This is an optimization exercise on Yosys and OpenROAD, whose aim is small area, a short achievable clock period and few clock cycles per item, not a production implementation. The RTL was checked by simulation tests, not by an equivalence proof against the original design. Power and IR drop assume default switching activity.

// ds_twr_time_of_flight
module ds_twr_time_of_flight (
  input  logic         clk_i,
  input  logic         rst_ni,
  input  logic         in_valid_i,
  output logic         in_ready_o,
  input  logic [191:0] in_data_i,
  output logic         out_valid_o,
  input  logic         out_ready_i,
  output logic [50:0]  out_data_o
);
  logic        adv;
  logic        room_next;
  logic        fr_valid, fr_neg;
  logic [63:0] fr_mag;
  logic [33:0] fr_sum;
  logic        bk_push;
  logic [dstwr_pkg::ResultW-1:0] bk_res;
  assign in_ready_o = adv;
  dstwr_front u_front (
    .clk_i      (clk_i),
    .rst_ni     (rst_ni),
    .adv_i      (adv),
    .in_valid_i (in_valid_i),
    .in_data_i  (in_data_i),
    .valid_o    (fr_valid),
    .mag_o      (fr_mag),
    .neg_o      (fr_neg),
    .sum_o      (fr_sum)
  );
  dstwr_back u_back (
    .clk_i   (clk_i),
    .rst_ni  (rst_ni),
    .front_adv_o (adv),
    .valid_i (fr_valid),
    .mag_i   (fr_mag),
    .neg_i   (fr_neg),
    .sum_i   (fr_sum),
    .room_next_i (room_next),
    .push_o  (bk_push),
    .res_o   (bk_res)
  );
  dstwr_queue u_queue (
    .clk_i       (clk_i),
    .rst_ni      (rst_ni),
    .push_i      (bk_push),
    .push_data_i (bk_res),
    .room_next_o (room_next),
    .out_valid_o (out_valid_o),
    .out_ready_i (out_ready_i),
    .out_data_o  (out_data_o)
  );
endmodule
Size in the first run: about 21,000 cells after synthesis, ~4,100 flip-flops, roughly 250 I/O pins, about 220,000 um2 of cells after synthesis.
Settings: LEC_CHECK=0, CAP_MARGIN=20, CORE_MARGIN=2, CORE_UTILIZATION=45, SLEW_MARGIN=20; clock period 11.0 ns.
standard.sh (not shown) runs the stock make flow with config.mk's settings and CLKGATE_MAP_FILE= SYNTH_SCRIPT=/design/flow/synth_recipe.tcl, a recipe that flattens the netlist after the stock synthesis.
==> flow/flow/run.sh <==
#!/bin/bash
set -euo pipefail
bash standard.sh SETUP_SLACK_MARGIN=6.5 finish > standard_flow.log 2>&1
The starting point produced a clean layout.
Testbench counts at the start, summed over its fixed seeds: cycles 1,896, items 1,600.
Rerun with:
--- a/flow/design.v
+++ b/flow/design.v
@@ -3667,60 +3667,49 @@
   wire fs3605 = fc3340 ^ fs3475 ^ fc3474;
   wire fc3606 = (fc3340 & fs3475) | (fc3340 & fc3474) | (fs3475 & fc3474);
   wire fs3607 = fc3344 ^ fs3477 ^ fc3476;
   wire fc3608 = (fc3344 & fs3477) | (fc3344 & fc3476) | (fs3477 & fc3476);
   wire fs3609 = fc3348 ^ fs3479 ^ fc3478;
   wire fc3610 = (fc3348 & fs3479) | (fc3348 & fc3478) | (fs3479 & fc3478);
   wire fs3611 = fc3352 ^ fs3481 ^ fc3480;
   wire fc3612 = (fc3352 & fs3481) | (fc3352 & fc3480) | (fs3481 & fc3480);
   wire fs3613 = fc3356 ^ fs3483 ^ fc3482;
   wire fc3614 = (fc3356 & fs3483) | (fc3356 & fc3482) | (fs3483 & fc3482);
   wire [64:0] dif_a = {fs3613, fs3611, fs3609, fs3607, fs3605, fs3603, fs3601, fs3599, fs3597, fs3595, fs3593, fs3591, fs3589, fs3587, fs3585, fs3583, fs3581, fs3579, fs3577, fs3575, fs3573, fs3571, fs3569, fs3567, fs3565, fs3563, fs3561, fs3559, fs3557, fs3555, fs3553, fs3551, fs3549, fs3547, fs3545, fs3543, fs3541, fs3539, fs3537, fs3535, fs3533, fs3531, fs3529, fs3527, fs3525, fs3523, fs3521, fs3519, fs3517, fs3515, fs3513, fs3511, fs3509, fs3507, fs3505, fs3503, fs3501, fs3499, fs3497, fs3495, fs3493, fs3491, fs3489, fs3487, fs3357};
   wire [64:0] dif_b = {fc3612, fc3610, fc3608, fc3606, fc3604, fc3602, fc3600, fc3598, fc3596, fc3594, fc3592, fc3590, fc3588, fc3586, fc3584, fc3582, fc3580, fc3578, fc3576, fc3574, fc3572, fc3570, fc3568, fc3566, fc3564, fc3562, fc3560, fc3558, fc3556, fc3554, fc3552, fc3550, fc3548, fc3546, fc3544, fc3542, fc3540, fc3538, fc3536, fc3534, fc3532, fc3530, fc3528, fc3526, fc3524, fc3522, fc3520, fc3518, fc3516, fc3514, fc3512, fc3510, fc3508, fc3506, fc3504, fc3502, fc3500, fc3498, fc3496, fc3494, fc3492, fc3490, fc3488, fc3486, fs3485};
-  logic [32:0] lo_sum;
-  assign lo_sum = {1'b0, dif_a[31:0]} + {1'b0, dif_b[31:0]};
   logic        v2_q;
-  logic [31:0] lo2_q;
-  logic        c2_q;
-  logic [32:0] ha2_q, hb2_q;
+  logic [64:0] diff2_q;
   logic [33:0] sum2_q;
   always_ff @(posedge clk_i or negedge rst_ni) begin
     if (!rst_ni) v2_q <= 1'b0;
     else if (adv_i) v2_q <= v1_q;
   end
   always_ff @(posedge clk_i) begin
     if (adv_i) begin
-      lo2_q  <= lo_sum[31:0];
-      c2_q   <= lo_sum[32];
-      ha2_q  <= dif_a[64:32];
-      hb2_q  <= dif_b[64:32];
-      sum2_q <= sum1_q;
+      diff2_q <= dif_a + dif_b;
+      sum2_q  <= sum1_q;
     end
   end
-  logic [32:0] hi;
-  logic [63:0] dif;
-  assign hi  = ha2_q + hb2_q + {32'd0, c2_q};
-  assign dif = {hi[31:0], lo2_q};
   logic        v3_q;
   logic [63:0] mag3_q;
   logic        neg3_q;
   logic [33:0] sum3_q;
   always_ff @(posedge clk_i or negedge rst_ni) begin
     if (!rst_ni) v3_q <= 1'b0;
     else if (adv_i) v3_q <= v2_q;
   end
   always_ff @(posedge clk_i) begin
     if (adv_i) begin
-      neg3_q <= hi[32];
-      mag3_q <= hi[32] ? (64'd0 - dif) : dif;
+      neg3_q <= diff2_q[64];
+      mag3_q <= diff2_q[64] ? (64'd0 - diff2_q[63:0]) : diff2_q[63:0];
       sum3_q <= sum2_q;
     end
   end
   assign valid_o = v3_q;
   assign mag_o   = mag3_q;
   assign neg_o   = neg3_q;
   assign sum_o   = sum3_q;
 endmodule
 module dstwr_queue (
   input  logic                          clk_i,
   input  logic                          rst_ni,
   input  logic                          push_i,
Effect: The new run completed with no timing, DRC or antenna violations. Fmax came out lower by a little under a tenth. Area after synthesis came out higher slightly. Core utilization came out higher by 0.27 points. Die area is about the same. Synthesized cell count came out higher slightly. Register-to-register slack loses 380 ps. Non-clock buffer count came out higher by 18. Final area came out higher slightly. Total power came out higher slightly. Clock power stays flat. Clock-buffer cell count came out higher by 20. Via count came out higher by a few percent. Routed wire length came out higher slightly.
Testbench counts after the change, summed over its fixed seeds: cycles 1,896, items 1,600.

## re-timing with driven ports
In the flow no input, the clock included, has a driving cell. The finished layouts below were timed again as built, in two steps. Step 1 (the two cells are an assumption about what drives the block):
set clk [get_ports {clk_i}]
set_driving_cell -lib_cell sky130_fd_sc_hd__clkbuf_16 $clk
set_driving_cell -lib_cell sky130_fd_sc_hd__buf_2 [delete_from_list [all_inputs] $clk]
Step 2, shift: input delay + t, output delay - t, t = (earliest + latest rising clock arrival at the registers) / 2. This alone moves slack from input paths to output paths. a / b / c = ideal / step 1 / step 2; a / b = the first two.
| run | t (ns) | setup slack, ns | clock arrival spread, ns | worst slew at a driven data input, ns | cell pins on the clock port's net |
|---|---|---|---|---|---|
| the first run | 1.099 | 6.021 / 6.021 / 5.426 | 0.145 / 0.145 | 0.07 | 1 |
| the second run | 1.100 | 5.641 / 5.641 / 5.577 | 0.143 / 0.143 | 0.10 | 1 |
After both steps every run listed still meets setup and hold. The setup slack of the first run, which loses most, moves by 0.000 ns with the drivers and by -0.595 ns with both steps.
